Context: an optimization exercise on an open-source flow, tuned for small area, a short achievable clock period and few clock cycles. The choices shown serve that exercise and are no tape-out recipe.
No functional check of the RTL was part of any run shown here.
Power figures rest on the tool's default switching activity, not on a simulated workload.

==> flow/design.v <==
`default_nettype none
package ipdc_pkg;
	localparam int unsigned IMG_DIM          = 8;
	localparam int unsigned WIN_DIM          = 4;
	localparam int unsigned IMG_PIXELS       = IMG_DIM * IMG_DIM;
	localparam int unsigned WIN_PIXELS       = WIN_DIM * WIN_DIM;
	localparam int unsigned MAX_ORIGIN_COORD = IMG_DIM - WIN_DIM;
	localparam int unsigned ZOOM_ORIGIN      = 2 * IMG_DIM + 2;
	localparam int unsigned CHROMA_OFFSET    = 1024;
	typedef logic [7:0] channel_t;
	typedef struct packed {
		channel_t b;
		channel_t g;
		channel_t r;
	} pixel_t;
	typedef logic [5:0] pix_addr_t;
	typedef logic [3:0] win_idx_t;
	typedef enum logic [2:0] {
		OP_LOAD    = 3'd0,
		OP_RIGHT   = 3'd1,
		OP_DOWN    = 3'd2,
		OP_DEFAULT = 3'd3,
		OP_ZOOM    = 3'd4,
		OP_MEDIAN  = 3'd5,
		OP_YCBCR   = 3'd6,
		OP_RGB     = 3'd7
	} op_mode_e;
endpackage
`default_nettype wire
`default_nettype none
module image_buffer (
	input  logic             i_clk,
	input  logic             i_wr0,       
	input  logic             i_wr32,      
	input  ipdc_pkg::pixel_t i_wr_data,
	input  logic [3:0]       i_tap,       
	output ipdc_pkg::pixel_t o_tap_data
);
	logic [23:0] ring [64];
	always_ff @(posedge i_clk) begin
		ring[0]  <= i_wr0  ? i_wr_data : ring[63];
		ring[32] <= i_wr32 ? i_wr_data : ring[31];
		for (int p = 1; p < 64; p++) begin
			if (p != 32) ring[p] <= ring[p-1];
		end
	end
	always_comb begin
		o_tap_data = '0;
		for (int k = 0; k < 16; k++) begin
			o_tap_data = o_tap_data | (ring[4*k+1] & {24{i_tap == 4'(k)}});
		end
	end
endmodule
`default_nettype wire
`default_nettype none
module window_origin (
	input  logic [2:0] i_op,
	input  logic [2:0] i_row,
	input  logic [2:0] i_col,
	output logic [2:0] o_row,
	output logic [2:0] o_col
);
	always_comb begin
		o_row = i_row;
		o_col = i_col;
		case (i_op)
			3'd1: if (i_col != 3'd4) o_col = i_col + 3'd1;
			3'd2: if (i_row != 3'd4) o_row = i_row + 3'd1;
			3'd3: begin o_row = 3'd0; o_col = 3'd0; end
			3'd4: begin o_row = 3'd2; o_col = 3'd2; end
			default: ;
		endcase
	end
endmodule
`default_nettype wire
`default_nettype none
module op_ctrl (
	input  logic             i_clk,
	input  logic             i_rst_n,
	input  logic             i_op_valid,
	input  logic [2:0]       i_op_mode,
	input  logic             i_in_valid,
	input  ipdc_pkg::pixel_t i_in_data,
	output logic             o_in_ready,
	output logic             o_wr0,
	output logic             o_wr32,
	output ipdc_pkg::pixel_t o_wr_data,
	output logic             o_rd_valid,    
	output logic             o_rd_pix,      
	output logic             o_rd_ycc,      
	output logic [3:0]       o_tap,
	output logic             o_img_valid    
);
	logic        rdy;
	logic        nrdy;       
	logic        ld_act;
	logic        ld_go;
	logic        img_valid;
	logic [5:0]  pcnt;
	logic [5:0]  ph;
	logic [5:0]  u;          
	logic [5:0]  sd;         
	logic        pvlast;
	logic        xv;
	logic        yv;
	logic [2:0]  xm;
	logic [2:0]  ym;
	logic        seq_act;
	logic [3:0]  n;
	logic [3:0]  tap;
	logic        s1_v;
	logic        s1_pix;
	logic        s1_ycc;
	logic        ymode;
	logic [2:0]  org_r;
	logic [2:0]  org_c;
	logic        op_acc;
	logic        pix_acc;
	logic        enq;
	logic        p_last;
	logic [2:0]  nr;
	logic [2:0]  nc;
	logic        h_disp;
	logic        h_mode;
	logic        h_load;
	logic        aligned;
	logic [3:0]  tap0;
	logic        start;
	logic        pop;
	logic        w0;
	logic        at32;
	logic        xv_n;
	logic        yv_n;
	logic        ld_act_n;
	logic        ld_go_n;
	logic        pix_rdy;
	logic        safe0;
	assign rdy     = ~nrdy;
	assign op_acc  = i_op_valid & rdy & ~ld_act;
	assign pix_acc = i_in_valid & rdy & ld_act;
	assign enq     = op_acc & (i_op_mode != 3'd5);    
	assign p_last  = pcnt == 6'd63;
	assign w0      = pix_acc & (pcnt == 6'd0);         
	assign at32    = (pcnt != 6'd0) & (sd == 6'd31);
	window_origin u_window_origin (
		.i_op  (xm),
		.i_row (org_r),
		.i_col (org_c),
		.o_row (nr),
		.o_col (nc)
	);
	assign h_disp = (xm != 3'd0) & ~xm[2] | (xm == 3'd4);
	assign h_mode = xm[2] & xm[1];
	assign h_load = xm == 3'd0;
	always_comb begin
		aligned = 1'b0;
		tap0    = u[5:2];
		case (xm)
			3'd1: begin
				aligned = (org_c != 3'd4) ? (u[1:0] == 2'd1) : (u[1:0] == 2'd0);
				tap0    = u[5:2];
			end
			3'd2: begin
				aligned = u[1:0] == 2'd0;
				tap0    = (org_r != 3'd4) ? u[5:2] - 4'd2 : u[5:2];
			end
			3'd3: begin
				aligned = ph[1:0] == 2'd0;
				tap0    = ph[5:2];
			end
			3'd4: begin
				aligned = ph[1:0] == 2'd2;
				tap0    = {ph[5:4] - 2'd1, ph[3:2]};
			end
			default: ;
		endcase
	end
	assign start = xv & ~seq_act & h_disp & aligned;
	assign pop   = start | (xv & h_load) | (xv & ~seq_act & h_mode);
	assign xv_n = pop ? (yv | enq) : (xv | enq);
	assign yv_n = pop ? (yv & enq) : (yv | (xv & enq));
	assign ld_act_n = ld_act ? ~(pix_acc & p_last) : (op_acc & (i_op_mode == 3'd0));
	assign ld_go_n  = ld_act_n & (ld_go | (pop & h_load));
	always_comb begin
		logic [5:0] pc;
		logic [1:0] c;
		logic [1:0] q;
		c     = n[3:2];
		q     = n[1:0];
		pc    = (q == 2'd0) ? {4'(tap - 4'd1), 2'b01} : {tap, 2'b01};
		safe0 = 1'b1;
		if (seq_act) begin
			for (int d = 0; d < 4; d++) begin
				if (d <= 3 - int'(c)) begin
					if (!((int'(pc) < 4 * d) || (int'(pc) >= 8 * d + 3 - int'(q)))) begin
						safe0 = 1'b0;
					end
				end
			end
		end
	end
	always_comb begin
		if (!ld_go_n) begin
			pix_rdy = 1'b0;
		end else if (pix_acc) begin
			pix_rdy = 1'b1;
		end else if (pcnt == 6'd0) begin
			pix_rdy = safe0;
		end else begin
			pix_rdy = ~seq_act & (sd[4:0] == 5'd30);
		end
	end
	always_ff @(posedge i_clk or negedge i_rst_n) begin
		if (!i_rst_n) begin
			nrdy      <= 1'b0;
			ld_act    <= 1'b0;
			ld_go     <= 1'b0;
			img_valid <= 1'b0;
			pcnt      <= '0;
			ph        <= '0;
			u         <= '0;
			sd        <= '0;
			pvlast    <= 1'b0;
			xv        <= 1'b0;
			yv        <= 1'b0;
			xm        <= '0;
			ym        <= '0;
			seq_act   <= 1'b0;
			n         <= '0;
			tap       <= '0;
			s1_v      <= 1'b0;
			s1_pix    <= 1'b0;
			s1_ycc    <= 1'b0;
			ymode     <= 1'b0;
			org_r     <= '0;
			org_c     <= '0;
		end else begin
			nrdy      <= ld_act_n ? ~pix_rdy : yv_n;
			ld_act    <= ld_act_n;
			ld_go     <= ld_go_n;
			img_valid <= img_valid | pvlast;
			pcnt      <= pcnt + 6'(pix_acc);
			ph        <= w0 ? 6'd0 : ph + 6'd1;
			if (w0) begin
				u <= 6'd0 - {org_r, org_c};
			end else if (start) begin
				u <= {tap0, 2'b01};
			end else begin
				u <= u + 6'd1;
			end
			if (w0) begin
				sd <= 6'd63;
			end else if (!pix_acc) begin
				sd <= sd + 6'd1;
			end
			pvlast    <= pix_acc & p_last;
			xv        <= xv_n;
			yv        <= yv_n;
			xm        <= pop ? (yv ? ym : i_op_mode) : (xv ? xm : i_op_mode);
			ym        <= (yv & ~pop) ? ym : i_op_mode;
			if (start) begin
				seq_act <= 1'b1;
				n       <= 4'd1;
				tap     <= tap0;
				s1_v    <= 1'b1;
				s1_pix  <= 1'b1;
				s1_ycc  <= ymode;
				org_r   <= nr;
				org_c   <= nc;
			end else if (seq_act) begin
				s1_v    <= 1'b1;
				n       <= n + 4'd1;
				if (n == 4'd15) seq_act <= 1'b0;
				if (n[1:0] == 2'd0) tap <= tap - 4'd1;
			end else if (pop && h_mode) begin
				s1_v    <= 1'b1;
				s1_pix  <= 1'b0;
				ymode   <= ~xm[0];
			end else if (pvlast) begin
				s1_v    <= 1'b1;
				s1_pix  <= 1'b0;
			end else begin
				s1_v    <= 1'b0;
			end
		end
	end
	assign o_in_ready  = rdy;
	assign o_wr0       = pix_acc & ~at32;
	assign o_wr32      = pix_acc & at32;
	assign o_wr_data   = i_in_data;
	assign o_rd_valid  = s1_v;
	assign o_rd_pix    = s1_pix;
	assign o_rd_ycc    = s1_ycc & s1_pix;
	assign o_tap       = tap;
	assign o_img_valid = img_valid;
endmodule
`default_nettype wire
`default_nettype none
module color_output (
	input  logic             i_clk,
	input  logic             i_rst_n,
	input  logic             i_valid,
	input  logic             i_ycc,      
	input  ipdc_pkg::pixel_t i_pixel,
	output logic             o_out_valid,
	output ipdc_pkg::pixel_t o_out_data
);
	logic [7:0] r;
	logic [7:0] g;
	logic [7:0] b;
	logic [7:0] rn;
	logic [7:0] gn;
	logic [7:0] bn;
	logic [8:0] y_a;
	logic [8:0] y_b;
	logic       y_c;
	logic [8:0] s3_y_a;
	logic [8:0] s3_y_b;
	logic       s3_y_c;
	logic [8:0] y_s;
	logic [8:0] cb_a;
	logic [8:0] cb_b;
	logic       cb_c;
	logic [8:0] s3_cb_a;
	logic [8:0] s3_cb_b;
	logic       s3_cb_c;
	logic [8:0] cb_s;
	logic [8:0] cr_a;
	logic [8:0] cr_b;
	logic       cr_c;
	logic [8:0] s3_cr_a;
	logic [8:0] s3_cr_b;
	logic       s3_cr_c;
	logic [8:0] cr_s;
	logic t1;
	logic t2;
	logic t3;
	logic t4;
	logic t5;
	logic t6;
	logic t7;
	logic t8;
	logic t9;
	logic t10;
	logic t11;
	logic t12;
	logic t13;
	logic t14;
	logic t15;
	logic t16;
	logic t17;
	logic t18;
	logic t19;
	logic t20;
	logic t21;
	logic t22;
	logic t23;
	logic t24;
	logic t25;
	logic t26;
	logic t27;
	logic t28;
	logic t29;
	logic t30;
	logic t31;
	logic t32;
	logic t33;
	logic t34;
	logic t35;
	logic t36;
	logic t37;
	logic t38;
	logic t39;
	logic t40;
	logic t41;
	logic t42;
	logic t43;
	logic t44;
	logic t45;
	logic t46;
	logic t47;
	logic t48;
	logic t49;
	logic t50;
	logic t51;
	logic t52;
	logic t53;
	logic t54;
	logic t55;
	logic t56;
	logic t57;
	logic t58;
	logic t59;
	logic t60;
	logic t61;
	logic t62;
	logic t63;
	logic t64;
	logic t65;
	logic t66;
	logic t67;
	logic t68;
	logic t69;
	logic t70;
	logic t71;
	logic t72;
	logic t73;
	logic t74;
	logic t75;
	logic t76;
	logic t77;
	logic t78;
	logic t79;
	logic t80;
	logic t81;
	logic t82;
	logic t83;
	logic t84;
	logic t85;
	logic t86;
	logic t87;
	logic t88;
	logic t89;
	logic t90;
	logic t91;
	logic t92;
	logic t93;
	logic t94;
	logic t95;
	logic t96;
	logic t97;
	logic t98;
	logic t99;
	logic t100;
	logic t101;
	logic t102;
	logic t103;
	logic t104;
	logic t105;
	logic t106;
	logic t107;
	logic t108;
	logic t109;
	logic t110;
	logic t111;
	logic t112;
	logic t113;
	logic t114;
	logic t115;
	logic t116;
	logic t117;
	logic t118;
	logic t119;
	logic t120;
	logic t121;
	logic t122;
	logic t123;
	logic t124;
	logic t125;
	logic t126;
	logic t127;
	logic t128;
	logic t129;
	logic t130;
	logic t131;
	logic t132;
	logic t133;
	logic t134;
	logic t135;
	logic t136;
	logic t137;
	logic t138;
	logic t139;
	logic t140;
	logic t141;
	logic t142;
	logic t143;
	logic t144;
	logic t145;
	logic t146;
	logic t147;
	logic t148;
	logic t149;
	logic t150;
	logic t151;
	logic t152;
	logic t153;
	logic t154;
	logic t155;
	logic t156;
	logic t157;
	logic t158;
	logic t159;
	logic t160;
	logic t161;
	logic t162;
	logic t163;
	logic t164;
	logic t165;
	logic t166;
	logic t167;
	logic t168;
	logic t169;
	logic t170;
	logic t171;
	logic t172;
	logic t173;
	logic t174;
	logic t175;
	logic t176;
	logic t177;
	logic t178;
	logic t179;
	logic t180;
	logic t181;
	logic t182;
	logic t183;
	logic t184;
	logic t185;
	logic t186;
	logic t187;
	logic t188;
	logic t189;
	logic t190;
	logic t191;
	logic t192;
	logic t193;
	logic t194;
	logic t195;
	logic t196;
	logic t197;
	logic t198;
	logic t199;
	logic t200;
	logic t201;
	logic t202;
	logic t203;
	logic t204;
	logic t205;
	logic t206;
	logic t207;
	logic t208;
	logic t209;
	logic t210;
	logic t211;
	logic t212;
	logic t213;
	logic t214;
	logic t215;
	logic t216;
	logic t217;
	logic t218;
	logic t219;
	logic t220;
	logic t221;
	logic t222;
	logic t223;
	logic t224;
	logic t225;
	logic t226;
	logic t227;
	logic t228;
	logic t229;
	logic t230;
	logic t231;
	logic t232;
	logic t233;
	logic t234;
	logic t235;
	logic t236;
	logic t237;
	logic t238;
	logic t239;
	logic t240;
	logic t241;
	logic t242;
	logic t243;
	logic t244;
	logic t245;
	logic t246;
	logic t247;
	logic t248;
	logic t249;
	logic t250;
	logic t251;
	logic t252;
	logic t253;
	logic t254;
	logic t255;
	logic t256;
	logic t257;
	logic t258;
	logic t259;
	logic t260;
	logic t261;
	logic t262;
	logic t263;
	logic t264;
	logic t265;
	logic t266;
	logic t267;
	logic t268;
	logic t269;
	logic t270;
	logic t271;
	logic t272;
	logic t273;
	logic t274;
	logic t275;
	logic t276;
	logic t277;
	logic t278;
	logic t279;
	logic t280;
	logic t281;
	logic t282;
	logic t283;
	logic t284;
	logic t285;
	logic t286;
	logic t287;
	logic t288;
	logic t289;
	logic t290;
	logic t291;
	logic t292;
	logic t293;
	logic t294;
	logic t295;
	logic t296;
	logic t297;
	logic t298;
	logic t299;
	logic t300;
	logic t301;
	logic t302;
	logic t303;
	logic t304;
	logic t305;
	logic t306;
	logic t307;
	logic t308;
	logic t309;
	logic t310;
	logic t311;
	logic t312;
	logic t313;
	logic t314;
	logic t315;
	logic t316;
	logic t317;
	logic t318;
	logic t319;
	logic t320;
	logic t321;
	logic t322;
	logic t323;
	logic t324;
	logic t325;
	logic t326;
	logic t327;
	logic t328;
	logic t329;
	logic t330;
	logic t331;
	logic t332;
	logic t333;
	assign r  = i_pixel[7:0];
	assign g  = i_pixel[15:8];
	assign b  = i_pixel[23:16];
	assign rn = ~r;
	assign gn = ~g;
	assign bn = ~b;
	always_comb begin
		t1 = r[1] ^ g[0];
		t2 = r[1] & g[0];
		t3 = r[2] ^ g[1];
		t4 = r[2] & g[1];
		t5 = r[3] ^ g[2];
		t6 = r[3] & g[2];
		t7 = r[4] ^ g[3];
		t8 = r[4] & g[3];
		t9 = r[5] ^ g[4];
		t10 = r[5] & g[4];
		t11 = r[6] ^ g[5];
		t12 = r[6] & g[5];
		t13 = t1 ^ g[2];
		t14 = t1 & g[2];
		t15 = t2 ^ t3 ^ g[3];
		t16 = (t2 & t3) | (t2 & g[3]) | (t3 & g[3]);
		t17 = t4 ^ t5 ^ g[4];
		t18 = (t4 & t5) | (t4 & g[4]) | (t5 & g[4]);
		t19 = t6 ^ t7 ^ g[5];
		t20 = (t6 & t7) | (t6 & g[5]) | (t7 & g[5]);
		t21 = t8 ^ t9 ^ g[6];
		t22 = (t8 & t9) | (t8 & g[6]) | (t9 & g[6]);
		t23 = t10 ^ t11 ^ g[7];
		t24 = (t10 & t11) | (t10 & g[7]) | (t11 & g[7]);
		t25 = t12 ^ r[7] ^ g[6];
		t26 = (t12 & r[7]) | (t12 & g[6]) | (r[7] & g[6]);
		t27 = r[0] & g[1];
		t28 = r[0] ^ g[1];
		t29 = t13 & 1'b1;
		t30 = t13 ^ 1'b1;
		t31 = t28 & g[0];
		t32 = t29 | (t30 & t27);
		t33 = t30 & t28;
		y_a = {1'b0, 1'b0, t26, t24, t22, t20, t18, t16, t14};
		y_b = {1'b0, 1'b0, g[7], t25, t23, t21, t19, t17, t15};
		y_c = t32;
		t34 = b[0] ^ rn[2];
		t35 = b[0] & rn[2];
		t36 = b[1] ^ rn[3];
		t37 = b[1] & rn[3];
		t38 = b[2] ^ rn[4];
		t39 = b[2] & rn[4];
		t40 = b[3] ^ rn[5];
		t41 = b[3] & rn[5];
		t42 = b[4] ^ rn[6];
		t43 = b[4] & rn[6];
		t44 = b[5] ^ rn[7];
		t45 = b[5] & rn[7];
		t46 = b[6] ^ gn[7];
		t47 = b[6] & gn[7];
		t48 = rn[1] ^ gn[0];
		t49 = rn[1] & gn[0];
		t50 = ~(t34 ^ gn[1]);
		t51 = t34 | gn[1];
		t52 = t35 ^ t36 ^ gn[2];
		t53 = (t35 & t36) | (t35 & gn[2]) | (t36 & gn[2]);
		t54 = t37 ^ t38 ^ gn[3];
		t55 = (t37 & t38) | (t37 & gn[3]) | (t38 & gn[3]);
		t56 = t39 ^ t40 ^ gn[4];
		t57 = (t39 & t40) | (t39 & gn[4]) | (t40 & gn[4]);
		t58 = t41 ^ t42 ^ gn[5];
		t59 = (t41 & t42) | (t41 & gn[5]) | (t42 & gn[5]);
		t60 = t43 ^ t44 ^ gn[6];
		t61 = (t43 & t44) | (t43 & gn[6]) | (t44 & gn[6]);
		t62 = ~(t45 ^ t46);
		t63 = t45 | t46;
		t64 = t47 ^ b[7];
		t65 = t47 & b[7];
		t66 = rn[0] & 1'b1;
		t67 = rn[0] ^ 1'b1;
		t68 = t48 & 1'b1;
		t69 = t48 ^ 1'b1;
		t70 = t49 & t50;
		t71 = t49 ^ t50;
		t72 = t68 | (t69 & t66);
		t73 = t69 & t67;
		t74 = t70 | (t71 & t68);
		t75 = t71 & t69;
		t76 = t74 | (t75 & t66);
		cb_a = {1'b0, t65, t63, t61, t59, t57, t55, t53, t51};
		cb_b = {1'b0, 1'b0, t64, t62, t60, t58, t56, t54, t52};
		cb_c = t76;
		t77 = r[1] ^ gn[2];
		t78 = r[1] & gn[2];
		t79 = r[2] ^ gn[3];
		t80 = r[2] & gn[3];
		t81 = r[3] ^ gn[4];
		t82 = r[3] & gn[4];
		t83 = r[4] ^ gn[5];
		t84 = r[4] & gn[5];
		t85 = r[5] ^ gn[6];
		t86 = r[5] & gn[6];
		t87 = r[0] ^ gn[1];
		t88 = r[0] & gn[1];
		t89 = t77 ^ gn[3] ^ bn[3];
		t90 = (t77 & gn[3]) | (t77 & bn[3]) | (gn[3] & bn[3]);
		t91 = t78 ^ t79 ^ gn[4];
		t92 = (t78 & t79) | (t78 & gn[4]) | (t79 & gn[4]);
		t93 = t80 ^ t81 ^ gn[5];
		t94 = (t80 & t81) | (t80 & gn[5]) | (t81 & gn[5]);
		t95 = t82 ^ t83 ^ gn[6];
		t96 = (t82 & t83) | (t82 & gn[6]) | (t83 & gn[6]);
		t97 = t84 ^ t85 ^ gn[7];
		t98 = (t84 & t85) | (t84 & gn[7]) | (t85 & gn[7]);
		t99 = t86 ^ r[6];
		t100 = t86 & r[6];
		t101 = gn[0] ^ gn[1];
		t102 = gn[0] & gn[1];
		t103 = t87 ^ gn[2] ^ bn[2];
		t104 = (t87 & gn[2]) | (t87 & bn[2]) | (gn[2] & bn[2]);
		t105 = ~(t88 ^ t89);
		t106 = t88 | t89;
		t107 = t90 ^ t91 ^ bn[4];
		t108 = (t90 & t91) | (t90 & bn[4]) | (t91 & bn[4]);
		t109 = t92 ^ t93 ^ bn[5];
		t110 = (t92 & t93) | (t92 & bn[5]) | (t93 & bn[5]);
		t111 = t94 ^ t95 ^ bn[6];
		t112 = (t94 & t95) | (t94 & bn[6]) | (t95 & bn[6]);
		t113 = t96 ^ t97 ^ bn[7];
		t114 = (t96 & t97) | (t96 & bn[7]) | (t97 & bn[7]);
		t115 = t98 ^ t99 ^ gn[7];
		t116 = (t98 & t99) | (t98 & gn[7]) | (t99 & gn[7]);
		t117 = t100 ^ r[7];
		t118 = t100 & r[7];
		t119 = gn[0] & bn[0];
		t120 = gn[0] ^ bn[0];
		t121 = t101 & bn[1];
		t122 = t101 ^ bn[1];
		t123 = t102 & t103;
		t124 = t102 ^ t103;
		t125 = t121 | (t122 & t119);
		t126 = t122 & t120;
		t127 = t123 | (t124 & t121);
		t128 = t124 & t122;
		t129 = t127 | (t128 & t119);
		cr_a = {1'b0, t118, t116, t114, t112, t110, t108, t106, t104};
		cr_b = {1'b0, 1'b0, t117, t115, t113, t111, t109, t107, t105};
		cr_c = t129;
	end
	logic s3_v;
	always_ff @(posedge i_clk or negedge i_rst_n) begin
		if (!i_rst_n) begin
			s3_v        <= 1'b0;
			o_out_valid <= 1'b0;
		end else begin
			s3_v        <= i_valid;
			o_out_valid <= s3_v;
		end
	end
	always_ff @(posedge i_clk) begin
		s3_y_a <= i_ycc ? y_a : {1'b0, r};
		s3_y_b <= i_ycc ? y_b : 9'd0;
		s3_y_c <= i_ycc & y_c;
		s3_cb_a <= i_ycc ? cb_a : {1'b0, g};
		s3_cb_b <= i_ycc ? cb_b : 9'd0;
		s3_cb_c <= i_ycc & cb_c;
		s3_cr_a <= i_ycc ? cr_a : {1'b0, b};
		s3_cr_b <= i_ycc ? cr_b : 9'd0;
		s3_cr_c <= i_ycc & cr_c;
	end
	always_comb begin
		t130 = s3_y_a[0] & s3_y_b[0];
		t131 = s3_y_a[0] ^ s3_y_b[0];
		t132 = s3_y_a[1] & s3_y_b[1];
		t133 = s3_y_a[1] ^ s3_y_b[1];
		t134 = s3_y_a[2] & s3_y_b[2];
		t135 = s3_y_a[2] ^ s3_y_b[2];
		t136 = s3_y_a[3] & s3_y_b[3];
		t137 = s3_y_a[3] ^ s3_y_b[3];
		t138 = s3_y_a[4] & s3_y_b[4];
		t139 = s3_y_a[4] ^ s3_y_b[4];
		t140 = s3_y_a[5] & s3_y_b[5];
		t141 = s3_y_a[5] ^ s3_y_b[5];
		t142 = s3_y_a[6] & s3_y_b[6];
		t143 = s3_y_a[6] ^ s3_y_b[6];
		t144 = s3_y_a[7] & s3_y_b[7];
		t145 = s3_y_a[7] ^ s3_y_b[7];
		t146 = s3_y_a[8] & s3_y_b[8];
		t147 = s3_y_a[8] ^ s3_y_b[8];
		t148 = t130 | (t131 & s3_y_c);
		t149 = t132 | (t133 & t130);
		t150 = t133 & t131;
		t151 = t134 | (t135 & t132);
		t152 = t135 & t133;
		t153 = t136 | (t137 & t134);
		t154 = t137 & t135;
		t155 = t138 | (t139 & t136);
		t156 = t139 & t137;
		t157 = t140 | (t141 & t138);
		t158 = t141 & t139;
		t159 = t142 | (t143 & t140);
		t160 = t143 & t141;
		t161 = t144 | (t145 & t142);
		t162 = t145 & t143;
		t163 = t146 | (t147 & t144);
		t164 = t147 & t145;
		t165 = t149 | (t150 & s3_y_c);
		t166 = t151 | (t152 & t148);
		t167 = t153 | (t154 & t149);
		t168 = t154 & t150;
		t169 = t155 | (t156 & t151);
		t170 = t156 & t152;
		t171 = t157 | (t158 & t153);
		t172 = t158 & t154;
		t173 = t159 | (t160 & t155);
		t174 = t160 & t156;
		t175 = t161 | (t162 & t157);
		t176 = t162 & t158;
		t177 = t163 | (t164 & t159);
		t178 = t164 & t160;
		t179 = t167 | (t168 & s3_y_c);
		t180 = t169 | (t170 & t148);
		t181 = t171 | (t172 & t165);
		t182 = t173 | (t174 & t166);
		t183 = t175 | (t176 & t167);
		t184 = t176 & t168;
		t185 = t177 | (t178 & t169);
		t186 = t178 & t170;
		t187 = t183 | (t184 & s3_y_c);
		t188 = t185 | (t186 & t148);
		t189 = t131 ^ s3_y_c;
		t190 = t133 ^ t148;
		t191 = t135 ^ t165;
		t192 = t137 ^ t166;
		t193 = t139 ^ t179;
		t194 = t141 ^ t180;
		t195 = t143 ^ t181;
		t196 = t145 ^ t182;
		t197 = t147 ^ t187;
		y_s = {t197, t196, t195, t194, t193, t192, t191, t190, t189};
		t198 = s3_cb_a[0] & s3_cb_b[0];
		t199 = s3_cb_a[0] ^ s3_cb_b[0];
		t200 = s3_cb_a[1] & s3_cb_b[1];
		t201 = s3_cb_a[1] ^ s3_cb_b[1];
		t202 = s3_cb_a[2] & s3_cb_b[2];
		t203 = s3_cb_a[2] ^ s3_cb_b[2];
		t204 = s3_cb_a[3] & s3_cb_b[3];
		t205 = s3_cb_a[3] ^ s3_cb_b[3];
		t206 = s3_cb_a[4] & s3_cb_b[4];
		t207 = s3_cb_a[4] ^ s3_cb_b[4];
		t208 = s3_cb_a[5] & s3_cb_b[5];
		t209 = s3_cb_a[5] ^ s3_cb_b[5];
		t210 = s3_cb_a[6] & s3_cb_b[6];
		t211 = s3_cb_a[6] ^ s3_cb_b[6];
		t212 = s3_cb_a[7] & s3_cb_b[7];
		t213 = s3_cb_a[7] ^ s3_cb_b[7];
		t214 = s3_cb_a[8] & s3_cb_b[8];
		t215 = s3_cb_a[8] ^ s3_cb_b[8];
		t216 = t198 | (t199 & s3_cb_c);
		t217 = t200 | (t201 & t198);
		t218 = t201 & t199;
		t219 = t202 | (t203 & t200);
		t220 = t203 & t201;
		t221 = t204 | (t205 & t202);
		t222 = t205 & t203;
		t223 = t206 | (t207 & t204);
		t224 = t207 & t205;
		t225 = t208 | (t209 & t206);
		t226 = t209 & t207;
		t227 = t210 | (t211 & t208);
		t228 = t211 & t209;
		t229 = t212 | (t213 & t210);
		t230 = t213 & t211;
		t231 = t214 | (t215 & t212);
		t232 = t215 & t213;
		t233 = t217 | (t218 & s3_cb_c);
		t234 = t219 | (t220 & t216);
		t235 = t221 | (t222 & t217);
		t236 = t222 & t218;
		t237 = t223 | (t224 & t219);
		t238 = t224 & t220;
		t239 = t225 | (t226 & t221);
		t240 = t226 & t222;
		t241 = t227 | (t228 & t223);
		t242 = t228 & t224;
		t243 = t229 | (t230 & t225);
		t244 = t230 & t226;
		t245 = t231 | (t232 & t227);
		t246 = t232 & t228;
		t247 = t235 | (t236 & s3_cb_c);
		t248 = t237 | (t238 & t216);
		t249 = t239 | (t240 & t233);
		t250 = t241 | (t242 & t234);
		t251 = t243 | (t244 & t235);
		t252 = t244 & t236;
		t253 = t245 | (t246 & t237);
		t254 = t246 & t238;
		t255 = t251 | (t252 & s3_cb_c);
		t256 = t253 | (t254 & t216);
		t257 = t199 ^ s3_cb_c;
		t258 = t201 ^ t216;
		t259 = t203 ^ t233;
		t260 = t205 ^ t234;
		t261 = t207 ^ t247;
		t262 = t209 ^ t248;
		t263 = t211 ^ t249;
		t264 = t213 ^ t250;
		t265 = t215 ^ t255;
		cb_s = {t265, t264, t263, t262, t261, t260, t259, t258, t257};
		t266 = s3_cr_a[0] & s3_cr_b[0];
		t267 = s3_cr_a[0] ^ s3_cr_b[0];
		t268 = s3_cr_a[1] & s3_cr_b[1];
		t269 = s3_cr_a[1] ^ s3_cr_b[1];
		t270 = s3_cr_a[2] & s3_cr_b[2];
		t271 = s3_cr_a[2] ^ s3_cr_b[2];
		t272 = s3_cr_a[3] & s3_cr_b[3];
		t273 = s3_cr_a[3] ^ s3_cr_b[3];
		t274 = s3_cr_a[4] & s3_cr_b[4];
		t275 = s3_cr_a[4] ^ s3_cr_b[4];
		t276 = s3_cr_a[5] & s3_cr_b[5];
		t277 = s3_cr_a[5] ^ s3_cr_b[5];
		t278 = s3_cr_a[6] & s3_cr_b[6];
		t279 = s3_cr_a[6] ^ s3_cr_b[6];
		t280 = s3_cr_a[7] & s3_cr_b[7];
		t281 = s3_cr_a[7] ^ s3_cr_b[7];
		t282 = s3_cr_a[8] & s3_cr_b[8];
		t283 = s3_cr_a[8] ^ s3_cr_b[8];
		t284 = t266 | (t267 & s3_cr_c);
		t285 = t268 | (t269 & t266);
		t286 = t269 & t267;
		t287 = t270 | (t271 & t268);
		t288 = t271 & t269;
		t289 = t272 | (t273 & t270);
		t290 = t273 & t271;
		t291 = t274 | (t275 & t272);
		t292 = t275 & t273;
		t293 = t276 | (t277 & t274);
		t294 = t277 & t275;
		t295 = t278 | (t279 & t276);
		t296 = t279 & t277;
		t297 = t280 | (t281 & t278);
		t298 = t281 & t279;
		t299 = t282 | (t283 & t280);
		t300 = t283 & t281;
		t301 = t285 | (t286 & s3_cr_c);
		t302 = t287 | (t288 & t284);
		t303 = t289 | (t290 & t285);
		t304 = t290 & t286;
		t305 = t291 | (t292 & t287);
		t306 = t292 & t288;
		t307 = t293 | (t294 & t289);
		t308 = t294 & t290;
		t309 = t295 | (t296 & t291);
		t310 = t296 & t292;
		t311 = t297 | (t298 & t293);
		t312 = t298 & t294;
		t313 = t299 | (t300 & t295);
		t314 = t300 & t296;
		t315 = t303 | (t304 & s3_cr_c);
		t316 = t305 | (t306 & t284);
		t317 = t307 | (t308 & t301);
		t318 = t309 | (t310 & t302);
		t319 = t311 | (t312 & t303);
		t320 = t312 & t304;
		t321 = t313 | (t314 & t305);
		t322 = t314 & t306;
		t323 = t319 | (t320 & s3_cr_c);
		t324 = t321 | (t322 & t284);
		t325 = t267 ^ s3_cr_c;
		t326 = t269 ^ t284;
		t327 = t271 ^ t301;
		t328 = t273 ^ t302;
		t329 = t275 ^ t315;
		t330 = t277 ^ t316;
		t331 = t279 ^ t317;
		t332 = t281 ^ t318;
		t333 = t283 ^ t323;
		cr_s = {t333, t332, t331, t330, t329, t328, t327, t326, t325};
	end
	always_ff @(posedge i_clk) begin
		o_out_data[7:0]   <= y_s[8]  ? 8'hff : y_s[7:0];
		o_out_data[15:8]  <= cb_s[8] ? 8'hff : cb_s[7:0];
		o_out_data[23:16] <= cr_s[8] ? 8'hff : cr_s[7:0];
	end
endmodule
`default_nettype wire
`default_nettype none
module ipdc_top (
	input  logic             i_clk,
	input  logic             i_rst_n,
	input  logic             i_op_valid,
	input  logic [2:0]       i_op_mode,
	input  logic             i_in_valid,
	input  ipdc_pkg::pixel_t i_in_data,
	output logic             o_in_ready,
	output logic             o_out_valid,
	output ipdc_pkg::pixel_t o_out_data
);
	logic             wr0;
	logic             wr32;
	ipdc_pkg::pixel_t wr_data;
	logic             rd_valid;
	logic             rd_pix;
	logic             rd_ycc;
	logic [3:0]       tap;
	logic             img_valid;
	ipdc_pkg::pixel_t tap_data;
	logic             s2_v;
	logic             s2_ycc;
	ipdc_pkg::pixel_t s2_d;
	op_ctrl u_op_ctrl (
		.i_clk       (i_clk),
		.i_rst_n     (i_rst_n),
		.i_op_valid  (i_op_valid),
		.i_op_mode   (i_op_mode),
		.i_in_valid  (i_in_valid),
		.i_in_data   (i_in_data),
		.o_in_ready  (o_in_ready),
		.o_wr0       (wr0),
		.o_wr32      (wr32),
		.o_wr_data   (wr_data),
		.o_rd_valid  (rd_valid),
		.o_rd_pix    (rd_pix),
		.o_rd_ycc    (rd_ycc),
		.o_tap       (tap),
		.o_img_valid (img_valid)
	);
	image_buffer u_image_buffer (
		.i_clk      (i_clk),
		.i_wr0      (wr0),
		.i_wr32     (wr32),
		.i_wr_data  (wr_data),
		.i_tap      (tap),
		.o_tap_data (tap_data)
	);
	always_ff @(posedge i_clk or negedge i_rst_n) begin
		if (!i_rst_n) begin
			s2_v   <= 1'b0;
			s2_ycc <= 1'b0;
		end else begin
			s2_v   <= rd_valid;
			s2_ycc <= rd_ycc;
		end
	end
	always_ff @(posedge i_clk) begin
		s2_d <= (rd_pix & img_valid) ? tap_data : '0;
	end
	color_output u_color_output (
		.i_clk       (i_clk),
		.i_rst_n     (i_rst_n),
		.i_valid     (s2_v),
		.i_ycc       (s2_ycc),
		.i_pixel     (s2_d),
		.o_out_valid (o_out_valid),
		.o_out_data  (o_out_data)
	);
endmodule
`default_nettype wire
==> flow/run.sh <==
#!/bin/bash
# synth_recipe.tcl (not shown) runs the flow's synth.tcl, then flattens the netlist and writes it again
# the make line also repeats each setting of config.mk as NAME=value (left out here)
make -C /OpenROAD-flow-scripts/flow DESIGN_CONFIG=/design/flow/config.mk WORK_HOME=/design/flow/orfs CLKGATE_MAP_FILE= SYNTH_SCRIPT=/design/flow/synth_recipe.tcl finish
==> flow/config.mk <==
export PLATFORM = sky130hd
export DESIGN_NAME = ipdc_top
export DESIGN_NICKNAME = ipdc_top
export VERILOG_FILES = /design/flow/design.v
export SDC_FILE = /design/flow/constraint.sdc
export NUM_CORES = 4
export LEC_CHECK = 0
export CAP_MARGIN = 20
export CORE_MARGIN = 2
export CORE_UTILIZATION = 60
export CTS_BUF_LIST = sky130_fd_sc_hd__clkbuf_8
export CTS_CLUSTER_DIAMETER = 50
export CTS_CLUSTER_SIZE = 20
export PLACE_DENSITY = 0.7
export SETUP_SLACK_MARGIN = 3.0
export SLEW_MARGIN = 20
==> flow/constraint.sdc <==
create_clock -name core_clock -period 5.5 [get_ports {i_clk}]
set_input_delay 1.1000 -clock core_clock [delete_from_list [all_inputs] [get_ports {i_clk}]]
set_output_delay 1.1000 -clock core_clock [all_outputs]
set_load 0.01 [all_outputs]
==> flow_summary.yaml, run 1 <==
clocking:
  clk_latency_ps: 760
  numCtsBuffers: 108
  clock_path_buffers: 3
  clk_pin_slew_ps: 100
  h-tree-depth: 3
  cts-root-buf: "clkbuf_8"
  cts_tree: "done"
  clock_sinks: 1692
  ctsHoldBuffers: 0
floorplan:
  die_area_sq_um: 71370
  num_rows: 96
  dieHeight_um: 267.2
  die_w_um: 267.2
  io_pins: 57
  start_util_pct: 60.58
  core-area_sq_um: 68590
synth:
  postSynthAreaPerCell_sq_um: 15.30
  synth_cell_types: 65
  synth_nets: 2852
  synthCells: 2715
  ys_ff_latch: 1692
  post-synth-top-count-cell: "dfxtp_1"
  synthTopCellsByCount: "dfxtp_1 (1,632), ha_1 (81), inv_1 (80), nand2_1 (80), a22oi_1 (66)"
  synth_area_leader_cell: "dfxtp_1"
  syn_area_sq_um: 41550
  synth_async_sr_flop_share_pct: 3.546
  synth_top_cell_area_share_pct: 78.63
  ys.flop_type: "dfxtp_1"
  synth_area_leaders: "dfxtp_1 (79%), dfrtp_1 (3.6%), ha_1 (2.4%)"
  synth_edf_count: 0
  ys_seq_area_share_pct: 82.25
  yosys_warnings: 6
sta:
  finalMaxSlewViolations: 0
  clock_skew_ps: 27.87
  min_period_ps: 2458
  relSlewSlack_pct: 47.81
  fin_crit_sh_pct: 44.69
  rsz0062_at_grt: "yes"
  worst_pin_slew_ps: 780.0
  fin_setup_tns_ps: 0
  setup-violations-final: 0
  fin_ws_ps: 3042
  hold_violations: 0
  fmax_mhz: 406.8
status:
  status: "finished clean"
power:
  vdd_drop_max_uv: 299.6
  p_leak_nw: 18.45
  p_per_area_nw_per_um2: 484.2
global_routing:
  track_usage_pct: 22.40
  grt_pass1_wl_um: 119300
  grt_pass1_vias: 20110
  met3_usage_pct: 3.172
  use_met2_pct: 35.54
  grt_busiest_layer: "met2"
  gr-total-overflow: 0
  use_met1_pct: 31.90
  antenna_found_initial: 1
  grt_start_max_net_pins: 64
final_layout:
  fin_area_sq_um: 45740
  final_nets: 2998
  area_growth_pct: 10.08
  drive_gt1_share_pct: 10.65
  layout.cells.non_filler: 3851
  fin_util_pct: 66.68
  fillers: 4653
worst_setup_path:
  end_kind: "output pin"
  cp_max_fo: 2
  start_kind: "flop"
  cp_data_arrival_time_ps: 1360
  cp.required_ps: 4400
  worst-r2r-cell-count: 7
  worstSetupPathType: "flop to output pin"
route:
  vias: 19770
  firstDrtPassIters: 5
  drc_errors: 0
  drt_iter0_drc: 1761
  post_drt_wl_per_cell_um: 20.56
  routed_wl_um: 79180
  viasPerCell: 5.135
  ant_nets: 0
placement:
  io_buffers: 56
  dp_hpwl_um: 48660
  dpl.cell_count: 3661
  dp_slack_ps: 1757
  postPlaceCellArea_sq_um: 43190
  finalWeightedCongestion: 0.8216
run:
  max_cap_violations: 0
worst_hold_path:
  holdPathStages: 0
  hold_class: "flop to flop"
[final cells by class]
type	count	area [sq um]	share of cell area [%]
Sequential cell	1692	34190	74.75
Clock buffer	113	1555	3.400
Tap cell	931	1165	2.547
Clock inverter	55	584.3	1.278
Inverter	82	309.0	0.6757
Multi-Input combinational cell	875	6917	15.12
Timing Repair Buffer	102	1017	2.224
Antenna cell	1	2.502	0.005471
[per-stage QoR]
step	total power, mW	hold slack (ps)
floorplan	15.11	309.6
global placement	16.02	309.5
detailed placement	16.12	312.1
CTS	22.18	318.1
global route	22.94	313.4
finish	22.14	312.7
[layout by cell type (no fill, tap or decap), drive strengths merged, types with 48 or more instances in the layout]
master and instances:
ha 81, dfrtp 60, dfxtp 1632, o21ai 54, buf 48, a21oi 54, a22oi 66, nor2 52
nand2 80, clkbuf 114, mux2 60, inv 105
[worst max-delay path, cell delays in order, from the launching register on]
cell and delay [ps]:
dfrtp_1 430, inv_2 90, buf_6 100
[where the power goes]
group / internal (mW) / switching (mW)
sequential: 13.4 / 0.627
clock: 2.28 / 3.75
combinational: 0.770 / 1.36
total: 16.4 / 5.74
[final timing paths]
path	startpoint	endpoint	slack [ps]
max	u_op_ctrl.nrdy$_DFF_PN0_	o_in_ready	3040
min	u_image_buffer.ring[40][1]$_DFF_P_	u_image_buffer.ring[41][1]$_DFF_P_	310
max reg2reg	u_op_ctrl.tap[0]$_DFFE_PN0P_	s2_d[13]$_SDFF_PN0_	3050
min reg2reg	u_image_buffer.ring[40][1]$_DFF_P_	u_image_buffer.ring[41][1]$_DFF_P_	310
max in group asynchronous	i_rst_n	u_op_ctrl.tap[2]$_DFFE_PN0P_	4430
min in group asynchronous	i_rst_n	u_op_ctrl.ph[2]$_DFF_PN0_	500
[sequential cells by signal, indices dropped and copies added (netlist names), 3 cells and up]
name and cells:
u_op_ctrl.tap 4, u_image_buffer.ring 1536, u_op_ctrl.n 4, u_op_ctrl.org_c 3
u_op_ctrl.ph 6, u_op_ctrl.org_r 3, u_op_ctrl.ym 3, u_op_ctrl.pcnt 6
u_color_output.s3_y_b 7, u_op_ctrl.u 6, u_color_output.s3_cr_a 8, u_color_output.s3_cb_b 7
u_color_output.s3_y_a 8, u_color_output.o_out_data 24, u_op_ctrl.sd 6, s2_d 24
u_color_output.s3_cr_b 7, u_color_output.s3_cb_a 8, u_op_ctrl.xm 3
[kinds of logic after synthesis]
kind of cell | count (synthesis) | share of synthesized area (%)
DFF | 1692 | 82.25
adders and majority gates | 106 | 3.644
buffers and inverters | 149 | 1.455
muxes | 73 | 1.939
AOI/OAI and AO/OA | 372 | 6.463
xor gates and xnor gates | 40 | 0.8432
and+or+nand+nor | 283 | 3.409
[routing by layer]
layer  vias up  routed length [um]
met5         -                   0
met1      9703               36910
met4         0                1933
li1       9371                   -
met2       565               36260
met3       135                4069
[what timing repair did]
action,in CTS,in global routing
pin swaps,0,2
setup endpoints to repair,105,60
gates cloned,1,1
resized for setup,79,16
setup buffers,9,10
==> run 2, diff against run 1 <==
--- a/flow/config.mk
+++ b/flow/config.mk
@@ -9,7 +9,4 @@
 export CORE_MARGIN = 2
 export CORE_UTILIZATION = 60
-export CTS_BUF_LIST = sky130_fd_sc_hd__clkbuf_8
-export CTS_CLUSTER_DIAMETER = 50
-export CTS_CLUSTER_SIZE = 20
 export PLACE_DENSITY = 0.7
 export SETUP_SLACK_MARGIN = 3.0
==> run 2 against run 1 <==
  * Count of clock-buffer cells in the layout rose by 102
  * Hold slack worse by 1.9 ps
  * Synthesized cell count unchanged
  * Highest routed layer unchanged
  * Clock power up 72%
  * Via count up 3.4%
  * Power is 20% higher
  * Sequential power hardly changed
  * Combinational power increased by 5%
==> flow_summary.yaml, run 2 <==
power:
  p_leak_nw: 19.91
  p_per_area_nw_per_um2: 547.0
  vdd_drop_max_uv: 284.1
final_layout:
  final_cell_mix: "dfxtp_1 (1,632), clkbuf_16 (158), nand2_1 (80)"
  area_growth_pct: 17.17
  regMostFlops: "u_image_buffer.ring"
  largest_registers: "u_image_buffer.ring: 1536 flops, s2_d: 24 flops, u_color_output.o_out_data: 24 flops"
  final_common_cell: "dfxtp_1"
  fillers: 4243
  multi_input_area_sq_um: 6937
  drive_gt1_share_pct: 13.65
  largest_reg_flops: 1536
  regArea_sq_um: 34190
  final_nets: 3053
  fin_area_sq_um: 48680
clocking:
  ctsHoldBuffers: 0
  clock_path_buffers: 3
  cts-root-buf: "clkbuf_16"
  clk_latency_ps: 740
  h-tree-depth: 4
  clock_sinks: 1692
  clk_pin_slew_ps: 70
  numCtsBuffers: 148
  cts_tree: "done"
route:
  viasPerCell: 5.156
  ant_nets: 0
  routed_wl_um: 83990
  firstDrtPassIters: 6
  drc_errors: 0
  vias: 20450
  post_drt_wl_per_cell_um: 21.18
  drt_iter0_drc: 1806
global_routing:
  track_usage_pct: 23.88
  grt_pass1_wl_um: 125800
  grt_pass1_vias: 21210
  antenna_found_initial: 0
  grt_start_max_net_pins: 64
  gr-total-overflow: 0
floorplan:
  die_w_um: 267.2
  dieHeight_um: 267.2
  core-area_sq_um: 68590
  io_pins: 57
  start_util_pct: 60.58
  num_rows: 96
  die_area_sq_um: 71370
sta:
  fmax_mhz: 409.3
  hold_violations: 0
  rsz0062_at_grt: "yes"
  worst_pin_slew_ps: 792.5
  fin_setup_tns_ps: 0
  relSlewSlack_pct: 46.97
  clock_skew_ps: 21.94
  fin_crit_sh_pct: 44.43
  finalMaxSlewViolations: 0
  min_period_ps: 2443
  setup-violations-final: 0
worst_hold_path:
  hold_class: "flop to flop"
  min_to: "u_image_buffer.ring[40][8]$_DFF_P_"
  worstHoldStart: "u_image_buffer.ring[39][8]$_DFF_P_"
  holdPathStages: 0
worst_setup_path:
  rr_startpoint: "u_op_ctrl.tap[0]$_DFFE_PN0P_"
  crit_buf_inv: 2
  cp_top_family: "flip-flops"
  start_kind: "flop"
  cp_data_arrival_time_ps: 1340
  worstSetupPathType: "flop to output pin"
  critPathLaunch: "u_op_ctrl.nrdy$_DFF_PN0_"
  reg2reg_to: "s2_d[13]$_SDFF_PN0_"
  end_kind: "output pin"
  crit_slowest_cell: "dfrtp_1"
  max_stage_delay_ps: 410
  crit_chain: "inv_2, buf_2"
  rrSetupSlack_ps: 3070
  cp.required_ps: 4400
  worst-r2r-cell-count: 8
  cp_max_fo: 2
placement:
  dp_hpwl_um: 48660
  postPlaceCellArea_sq_um: 43190
  finalWeightedCongestion: 0.8216
  io_buffers: 56
synth:
  synth_async_sr_flop_share_pct: 3.546
  synth_cell_types: 65
  syn_area_sq_um: 41550
  ys_ff_latch: 1692
  synth_nets: 2852
  post-synth-top-count-cell: "dfxtp_1"
  synth_edf_count: 0
  postSynthAreaPerCell_sq_um: 15.30
  yosys_warnings: 6
  ys.flop_type: "dfxtp_1"
  ys_seq_area_share_pct: 82.25
  synth_top_cell_area_share_pct: 78.63
  synthCells: 2715
  synthTopCellsByCount: "dfxtp_1 (1,632), ha_1 (81), inv_1 (80), nand2_1 (80), a22oi_1 (66)"
  synth_area_leaders: "dfxtp_1 (79%), dfrtp_1 (3.6%), ha_1 (2.4%)"
  synth_area_leader_cell: "dfxtp_1"
status:
  status: "finished clean"
run:
  max_cap_violations: 0
-- run 2: cell counts after synthesis --
Identical to the previous run, type by type.
-- run 2: how the worst max path moves through the flow --
stage	endpoint	slack, ps	cells after the start
finish	o_in_ready	3060	2
global route	s2_d[22]$_SDFF_PN0_	2990	7
CTS	s2_d[13]$_SDFF_PN0_	2970	8
detailed placement	u_image_buffer.ring[32][18]$_DFF_P_	1760	5
global placement	u_image_buffer.ring[32][20]$_DFF_P_	1820	5
floorplan	u_image_buffer.ring[0][0]$_DFF_P_	3050	5
-- run 2: what timing repair did --
action	in CTS	in global routing
setup buffers	17	16
endpoints found under the hold margin	0	0
setup endpoints to repair	104	52
pin swaps	1	2
gates cloned	1	2
gates resized for setup	76	16
-- run 2: final cells by class --
type                    count  share of cell area, %
inverters                  82                 0.6374
clock inverters            53                  1.069
multi-input cells         876                  14.25
flip-flops and latches   1692                  70.22
diodes                      1               0.005140
clock buffers             215                  9.217
well taps                 931                  2.393
repair buffers            116                  2.205
-- run 2: cells by family after synthesis --
group,share of synthesized area [%]
DFF,82.25
AOI/OAI and AO/OA,6.463
muxes,1.939
and+or+nand+nor,3.409
xor gates and xnor gates,0.8432
adders and majority gates,3.644
buffers and inverters,1.455
-- run 2: per-stage QoR --
step	hold slack [ps]	total power [mW]	instances	util [%]	setup WS, ps
finish	310.7	26.63	3966	70.98	3057
floorplan	309.6	15.11	2715	-	3050
detailed placement	312.1	16.12	3661	62.97	1757
global route	316.8	27.47	3965	70.98	2987
global placement	309.5	16.02	3661	62.97	1818
CTS	309.6	26.64	3947	70.65	2971
-- run 2: per-layer routing --
layer	GRT usage (%)	vias to the layer above	part of all wire, %
met5	0	-	0
met4	9.976	0	3.4
met3	4.873	192	6.2
met2	37.83	675	46
met1	32.22	10040	44
li1	-	9547	-
-- run 2: power by group --
part / total (mW) / internal, mW / switching (mW)
Combinational: 2.24 / 0.810 / 1.43
Clock: 10.4 / 6.02 / 4.37
Sequential: 14.0 / 13.4 / 0.628
==> run 3, diff against run 2 <==
--- a/flow/design.v
+++ b/flow/design.v
@@ -34,5 +34,5 @@
 	input  logic             i_wr32,      
 	input  ipdc_pkg::pixel_t i_wr_data,
-	input  logic [3:0]       i_tap,       
+	input  logic [15:0]      i_sel,       
 	output ipdc_pkg::pixel_t o_tap_data
 );
@@ -48,5 +48,5 @@
 		o_tap_data = '0;
 		for (int k = 0; k < 16; k++) begin
-			o_tap_data = o_tap_data | (ring[4*k+1] & {24{i_tap == 4'(k)}});
+			o_tap_data = o_tap_data | (ring[4*k+1] & {24{i_sel[k]}});
 		end
 	end
@@ -87,8 +87,6 @@
 	output ipdc_pkg::pixel_t o_wr_data,
 	output logic             o_rd_valid,    
-	output logic             o_rd_pix,      
 	output logic             o_rd_ycc,      
-	output logic [3:0]       o_tap,
-	output logic             o_img_valid    
+	output logic [15:0]      o_sel          
 );
 	logic        rdy;
@@ -106,7 +104,15 @@
 	logic [2:0]  xm;
 	logic [2:0]  ym;
+	logic        xr;         
+	logic        xd;         
+	logic        xf;         
+	logic        xz;         
+	logic        xl;         
+	logic        xc;         
+	logic [2:0]  xm_n;
 	logic        seq_act;
 	logic [3:0]  n;
 	logic [3:0]  tap;
+	logic [15:0] sel;        
 	logic        s1_v;
 	logic        s1_pix;
@@ -115,4 +121,6 @@
 	logic [2:0]  org_r;
 	logic [2:0]  org_c;
+	logic        r_sat;      
+	logic        c_sat;      
 	logic        op_acc;
 	logic        pix_acc;
@@ -136,4 +144,10 @@
 	logic        pix_rdy;
 	logic        safe0;
+	logic [15:0] oh_u;
+	logic [15:0] oh_ph;
+	logic [15:0] sel0;
+	logic        rdy_hold;
+	logic        rdy_enq;
+	logic        rdy_load;
 	assign rdy     = ~nrdy;
 	assign op_acc  = i_op_valid & rdy & ~ld_act;
@@ -150,32 +164,32 @@
 		.o_col (nc)
 	);
-	assign h_disp = (xm != 3'd0) & ~xm[2] | (xm == 3'd4);
-	assign h_mode = xm[2] & xm[1];
-	assign h_load = xm == 3'd0;
+	assign h_disp = xr | xd | xf | xz;
+	assign h_mode = xc;
+	assign h_load = xl;
+	assign aligned = (xr & (c_sat ? (u[1:0] == 2'd0) : (u[1:0] == 2'd1)))
+		| (xd & (u[1:0] == 2'd0))
+		| (xf & (ph[1:0] == 2'd0))
+		| (xz & (ph[1:0] == 2'd2));
 	always_comb begin
-		aligned = 1'b0;
-		tap0    = u[5:2];
-		case (xm)
-			3'd1: begin
-				aligned = (org_c != 3'd4) ? (u[1:0] == 2'd1) : (u[1:0] == 2'd0);
-				tap0    = u[5:2];
-			end
-			3'd2: begin
-				aligned = u[1:0] == 2'd0;
-				tap0    = (org_r != 3'd4) ? u[5:2] - 4'd2 : u[5:2];
-			end
-			3'd3: begin
-				aligned = ph[1:0] == 2'd0;
-				tap0    = ph[5:2];
-			end
-			3'd4: begin
-				aligned = ph[1:0] == 2'd2;
-				tap0    = {ph[5:4] - 2'd1, ph[3:2]};
-			end
-			default: ;
-		endcase
+		tap0 = u[5:2];
+		if (xd & ~r_sat) tap0 = u[5:2] - 4'd2;
+		if (xf)          tap0 = ph[5:2];
+		if (xz)          tap0 = {ph[5:4] - 2'd1, ph[3:2]};
+	end
+	always_comb begin
+		for (int k = 0; k < 16; k++) begin
+			oh_u[k]  = u[5:2] == 4'(k);
+			oh_ph[k] = ph[5:2] == 4'(k);
+		end
+		for (int k = 0; k < 16; k++) begin
+			sel0[k] = ((xr | (xd & r_sat)) & oh_u[k])
+				| ((xd & ~r_sat) & oh_u[(k + 2) % 16])
+				| (xf & oh_ph[k])
+				| (xz & oh_ph[(k + 4) % 16]);
+		end
 	end
-	assign start = xv & ~seq_act & h_disp & aligned;
+	assign start = xv & ~seq_act & aligned;
 	assign pop   = start | (xv & h_load) | (xv & ~seq_act & h_mode);
+	assign xm_n = pop ? (yv ? ym : i_op_mode) : (xv ? xm : i_op_mode);
 	assign xv_n = pop ? (yv | enq) : (xv | enq);
 	assign yv_n = pop ? (yv & enq) : (yv | (xv & enq));
@@ -201,8 +215,6 @@
 	end
 	always_comb begin
-		if (!ld_go_n) begin
+		if (!(ld_go | (pop & h_load))) begin
 			pix_rdy = 1'b0;
-		end else if (pix_acc) begin
-			pix_rdy = 1'b1;
 		end else if (pcnt == 6'd0) begin
 			pix_rdy = safe0;
@@ -211,4 +223,9 @@
 		end
 	end
+	assign rdy_hold = pop | ~yv;                        
+	assign rdy_enq  = ~(pop ? yv : (yv | xv));           
+	assign rdy_load = ld_act ? (pix_acc | pix_rdy)
+		: (op_acc ? ((i_op_mode == 3'd0) ? 1'b0 : (i_op_mode == 3'd5) ? rdy_hold : rdy_enq)
+			: rdy_hold);
 	always_ff @(posedge i_clk or negedge i_rst_n) begin
 		if (!i_rst_n) begin
@@ -225,4 +242,13 @@
 			yv        <= 1'b0;
 			xm        <= '0;
+			xr        <= 1'b0;
+			xd        <= 1'b0;
+			xf        <= 1'b0;
+			xz        <= 1'b0;
+			xl        <= 1'b0;
+			xc        <= 1'b0;
+			sel       <= '0;
+			r_sat     <= 1'b0;
+			c_sat     <= 1'b0;
 			ym        <= '0;
 			seq_act   <= 1'b0;
@@ -236,5 +262,5 @@
 			org_c     <= '0;
 		end else begin
-			nrdy      <= ld_act_n ? ~pix_rdy : yv_n;
+			nrdy      <= ~rdy_load;
 			ld_act    <= ld_act_n;
 			ld_go     <= ld_go_n;
@@ -257,5 +283,13 @@
 			xv        <= xv_n;
 			yv        <= yv_n;
-			xm        <= pop ? (yv ? ym : i_op_mode) : (xv ? xm : i_op_mode);
+			xm        <= xm_n;
+			if (pop | ~xv) begin
+				xr <= xm_n == 3'd1;
+				xd <= xm_n == 3'd2;
+				xf <= xm_n == 3'd3;
+				xz <= xm_n == 3'd4;
+				xl <= xm_n == 3'd0;
+				xc <= xm_n[2] & xm_n[1];
+			end
 			ym        <= (yv & ~pop) ? ym : i_op_mode;
 			if (start) begin
@@ -263,4 +297,7 @@
 				n       <= 4'd1;
 				tap     <= tap0;
+				sel     <= img_valid ? sel0 : 16'd0;
+				r_sat   <= nr == 3'd4;
+				c_sat   <= nc == 3'd4;
 				s1_v    <= 1'b1;
 				s1_pix  <= 1'b1;
@@ -272,14 +309,20 @@
 				n       <= n + 4'd1;
 				if (n == 4'd15) seq_act <= 1'b0;
-				if (n[1:0] == 2'd0) tap <= tap - 4'd1;
+				if (n[1:0] == 2'd0) begin
+					tap <= tap - 4'd1;
+					sel <= {sel[0], sel[15:1]};
+				end
 			end else if (pop && h_mode) begin
 				s1_v    <= 1'b1;
 				s1_pix  <= 1'b0;
+				sel     <= '0;
 				ymode   <= ~xm[0];
 			end else if (pvlast) begin
 				s1_v    <= 1'b1;
 				s1_pix  <= 1'b0;
+				sel     <= '0;
 			end else begin
 				s1_v    <= 1'b0;
+				sel     <= '0;
 			end
 		end
@@ -290,8 +333,6 @@
 	assign o_wr_data   = i_in_data;
 	assign o_rd_valid  = s1_v;
-	assign o_rd_pix    = s1_pix;
 	assign o_rd_ycc    = s1_ycc & s1_pix;
-	assign o_tap       = tap;
-	assign o_img_valid = img_valid;
+	assign o_sel       = sel;
 endmodule
 `default_nettype wire
@@ -1065,8 +1106,6 @@
 	ipdc_pkg::pixel_t wr_data;
 	logic             rd_valid;
-	logic             rd_pix;
 	logic             rd_ycc;
-	logic [3:0]       tap;
-	logic             img_valid;
+	logic [15:0]      sel;
 	ipdc_pkg::pixel_t tap_data;
 	logic             s2_v;
@@ -1085,8 +1124,6 @@
 		.o_wr_data   (wr_data),
 		.o_rd_valid  (rd_valid),
-		.o_rd_pix    (rd_pix),
 		.o_rd_ycc    (rd_ycc),
-		.o_tap       (tap),
-		.o_img_valid (img_valid)
+		.o_sel       (sel)
 	);
 	image_buffer u_image_buffer (
@@ -1095,5 +1132,5 @@
 		.i_wr32     (wr32),
 		.i_wr_data  (wr_data),
-		.i_tap      (tap),
+		.i_sel      (sel),
 		.o_tap_data (tap_data)
 	);
@@ -1108,5 +1145,5 @@
 	end
 	always_ff @(posedge i_clk) begin
-		s2_d <= (rd_pix & img_valid) ? tap_data : '0;
+		s2_d <= tap_data;
 	end
 	color_output u_color_output (
--- a/flow/config.mk
+++ b/flow/config.mk
@@ -9,5 +9,8 @@
 export CORE_MARGIN = 2
 export CORE_UTILIZATION = 60
+export CTS_BUF_LIST = sky130_fd_sc_hd__clkbuf_8
+export CTS_CLUSTER_DIAMETER = 50
+export CTS_CLUSTER_SIZE = 16
 export PLACE_DENSITY = 0.7
-export SETUP_SLACK_MARGIN = 3.0
+export SETUP_SLACK_MARGIN = 3.2
 export SLEW_MARGIN = 20
==> run 3 against run 2 <==
  * Final area down 3.9%
  * Combinational power up 69%
  * Core utilization down 4.4 points
  * Global-route usage down 2.5 points
  * Synthesized area up 2.8%
  * Die area up 2.8%
  * Wire length down 8.0%
  * Count of clock-buffer cells in the layout down 78
  * Via count up 0.47%
  * Sequential power about the same
  * Clock skew up 1.5 ps
  * Largest cell class unchanged
==> flow_summary.yaml, run 3 <==
sta:
  hold_violations: 0
  setup-violations-final: 0
  min_period_ps: 2432
  rsz0062_at_grt: "yes"
  worst_pin_slew_ps: 1061
  clock_skew_ps: 23.41
  finalMaxSlewViolations: 0
  fin_setup_tns_ps: 0
  relSlewSlack_pct: 29.30
  fin_crit_sh_pct: 44.22
  fin_ws_ps: 3068
  fmax_mhz: 411.1
floorplan:
  die_area_sq_um: 73340
  die_w_um: 270.8
  dieHeight_um: 270.8
  start_util_pct: 60.79
  num_rows: 97
  core-area_sq_um: 70270
  io_pins: 57
route:
  drt_iter0_drc: 1227
  routed_wl_um: 77260
  ant_nets: 0
  viasPerCell: 5.176
  vias: 20550
  post_drt_wl_per_cell_um: 19.46
  drc_errors: 0
  firstDrtPassIters: 8
clocking:
  ctsHoldBuffers: 0
  numCtsBuffers: 132
  cts-root-buf: "clkbuf_8"
  cts_tree: "done"
  h-tree-depth: 4
  clock_sinks: 1716
  clk_pin_slew_ps: 90
  clk_latency_ps: 790
  clock_path_buffers: 3
run:
  max_cap_violations: 0
global_routing:
  grt_pass1_vias: 20920
  grt_pass1_wl_um: 119400
  antenna_found_initial: 3
  grt_start_max_net_pins: 68
  gr-total-overflow: 0
  track_usage_pct: 21.34
synth:
  synthTopCellsByCount: "dfxtp_1 (1,632), a22o_1 (102), a221oi_1 (97), nand2_1 (97), inv_1 (94)"
  synth_cell_types: 65
  ys_ff_latch: 1716
  synth_top_cell_area_share_pct: 76.49
  post-synth-top-count-cell: "dfxtp_1"
  ys.flop_type: "dfxtp_1"
  synth_nets: 2973
  synth_area_leaders: "dfxtp_1 (76%), dfrtp_1 (4.9%), ha_1 (2.3%)"
  postSynthAreaPerCell_sq_um: 15.05
  yosys_warnings: 6
  synth_edf_count: 0
  synth_area_leader_cell: "dfxtp_1"
  syn_area_sq_um: 42720
  ys_seq_area_share_pct: 81.41
  synth_async_sr_flop_share_pct: 4.895
  synthCells: 2838
final_layout:
  final_cell_mix: "dfxtp_1 (1,626), clkbuf_8 (137), a22o_1 (102)"
  largest_registers: "u_image_buffer.ring: 1536 flops, s2_d: 24 flops, u_color_output.o_out_data: 24 flops"
  regMostFlops: "u_image_buffer.ring"
  largest_reg_flops: 1536
  drive_gt1_share_pct: 11.22
  final_common_cell: "dfxtp_1"
  area_growth_pct: 9.572
  layout.cells.non_filler: 3970
  final_nets: 3124
worst_setup_path:
  reg2reg_to: "u_op_ctrl.xc$_DFFE_PN0P_"
  worst-r2r-cell-count: 8
  rr_startpoint: "u_op_ctrl.u[0]$_DFF_PN0_"
  start_kind: "flop"
  rrSetupSlack_ps: 3210
  worstSetupPathType: "flop to output pin"
  cp.required_ps: 4400
  end_kind: "output pin"
  cp_max_fo: 3
  cp_data_arrival_time_ps: 1330
power:
  total_power_mw: 24.17
  p_leak_nw: 18.97
  p_per_area_nw_per_um2: 516.3
  vdd_drop_max_uv: 317.8
worst_hold_path:
  hold_class: "input port to asynchronous set/reset pin"
placement:
  dpl.cell_count: 3767
  dp_slack_ps: 1549
  dp_hpwl_um: 46420
  finalWeightedCongestion: 0.8391
  io_buffers: 56
status:
  status: "finished clean"
==> run 3: cell count changes in the layout (fill, tap and decap cells not counted), moves of 25 or more <==
cell / previous run / this run
a221oi_1: 38 / 97
a22o_1: 44 / 102
a22oi_1: 66 / 5
a31oi_1: 32 / 6
clkbuf_16: 158 / 0
clkbuf_8: 34 / 137
clkinv_2: 31 / 1
dfrtp_1: 53 / 78
mux2_2: 60 / 35
==> run 3: worst max-delay path by stage <==
stage | from | end
2_1_floorplan | u_op_ctrl.n[1]$_DFFE_PN0N_ | u_op_ctrl.nrdy$_DFF_PN0_
3_3_place_gp | i_in_valid | u_image_buffer.ring[32][15]$_DFF_P_
3_5_place_dp | i_in_valid | u_image_buffer.ring[32][14]$_DFF_P_
4_1_cts | u_op_ctrl.nrdy$_DFF_PN0_ | o_in_ready
5_1_grt | u_op_ctrl.nrdy$_DFF_PN0_ | o_in_ready
6_report | u_op_ctrl.nrdy$_DFF_PN0_ | o_in_ready
==> run 3: final cells by class <==
cell class / count / area (sq um)
fill: 4827 / 23470
clock inverter: 37 / 322.8
sequential: 1716 / 34790
inverter: 95 / 356.6
timing repair buffer: 104 / 929.6
multi-input combinational: 940 / 7343
tap: 940 / 1176
clock buffer: 137 / 1886
antenna: 1 / 2.502
==> run 3: critical path, stage by stage (launching register included) <==
cell and delay (ps):
dfrtp_1 380, inv_2 80, buf_6 100
==> run 3: what timing repair did <==
item,CTS,global route
setup buffers,17,9
pin swaps,5,11
gates cloned,2,0
setup endpoints to repair,116,115
resized for setup,130,36
hold endpoints to repair,0,0
==> run 3: kinds of logic after synthesis <==
family	after synthesis	synth area share, %
simple gates	310	3.550
flops	1716	81.41
xor+xnor	34	0.6971
mux	66	1.883
fa+ha+maj	104	3.486
buf+inv	183	1.687
compound gates	425	7.291
==> run 3: power breakdown <==
| group | internal, mW | switching (mW) | total (mW) |
|---|---|---|---|
| logic | 1.40 | 2.39 | 3.79 |
| clock network | 2.43 | 3.71 | 6.14 |
| registers | 13.3 | 0.899 | 14.2 |
==> run 3: metrics by stage <==
step | util, % | hold slack (ps) | area, sq um
after CTS | 66.34 | 193.7 | 46620
after global placement | 62.97 | 309.8 | 44250
after global routing | 66.61 | 231.8 | 46800
after floorplan | - | 309.6 | 42720
final | 66.61 | 259.0 | 46800
after detailed placement | 62.97 | 312.1 | 44250
==> run 3: metal layers <==
layer	global-route usage, %	up-vias	wire length [um]
met5	0	-	0
met4	7.211	0	1820
met3	3.941	146	3431
met2	33.55	500	35560
met1	29.97	10090	36450
li1	-	9811	-

re-timing with driven ports:
The flow's constraints put no driver on any port. The routed layouts listed below were extracted and timed again, unchanged, in two steps. Step 1 (the two cells are an assumption about what drives the block):
set clk [get_ports {i_clk}]
set_driving_cell -lib_cell sky130_fd_sc_hd__clkbuf_16 $clk
set_driving_cell -lib_cell sky130_fd_sc_hd__buf_2 [delete_from_list [all_inputs] $clk]
Step 2 adds t to the input delays and takes it off the output delays; t is the mean of the earliest and latest rising clock arrival at the registers after step 1. Input paths then give back, and output paths get back, about the clock's delay inside the block. a / b / c = ideal ports / drivers / drivers and shift; a / b = the first two.
| run | shift t [ns] | setup WS [ns] | worst register clock-pin slew, ns |
|---|---|---|---|
| run 1 | 0.806 | 3.042 / 2.981 / 2.444 | 0.12 / 0.12 |
| run 2 | 0.786 | 3.057 / 2.993 / 2.409 | 0.07 / 0.07 |
| run 3 | 0.838 | 3.068 / 3.008 / 2.487 | 0.10 / 0.10 |
After both steps every run listed still meets setup and hold. The setup slack of run 2, which loses most, moves by -0.064 ns with the drivers and by -0.648 ns with both steps.
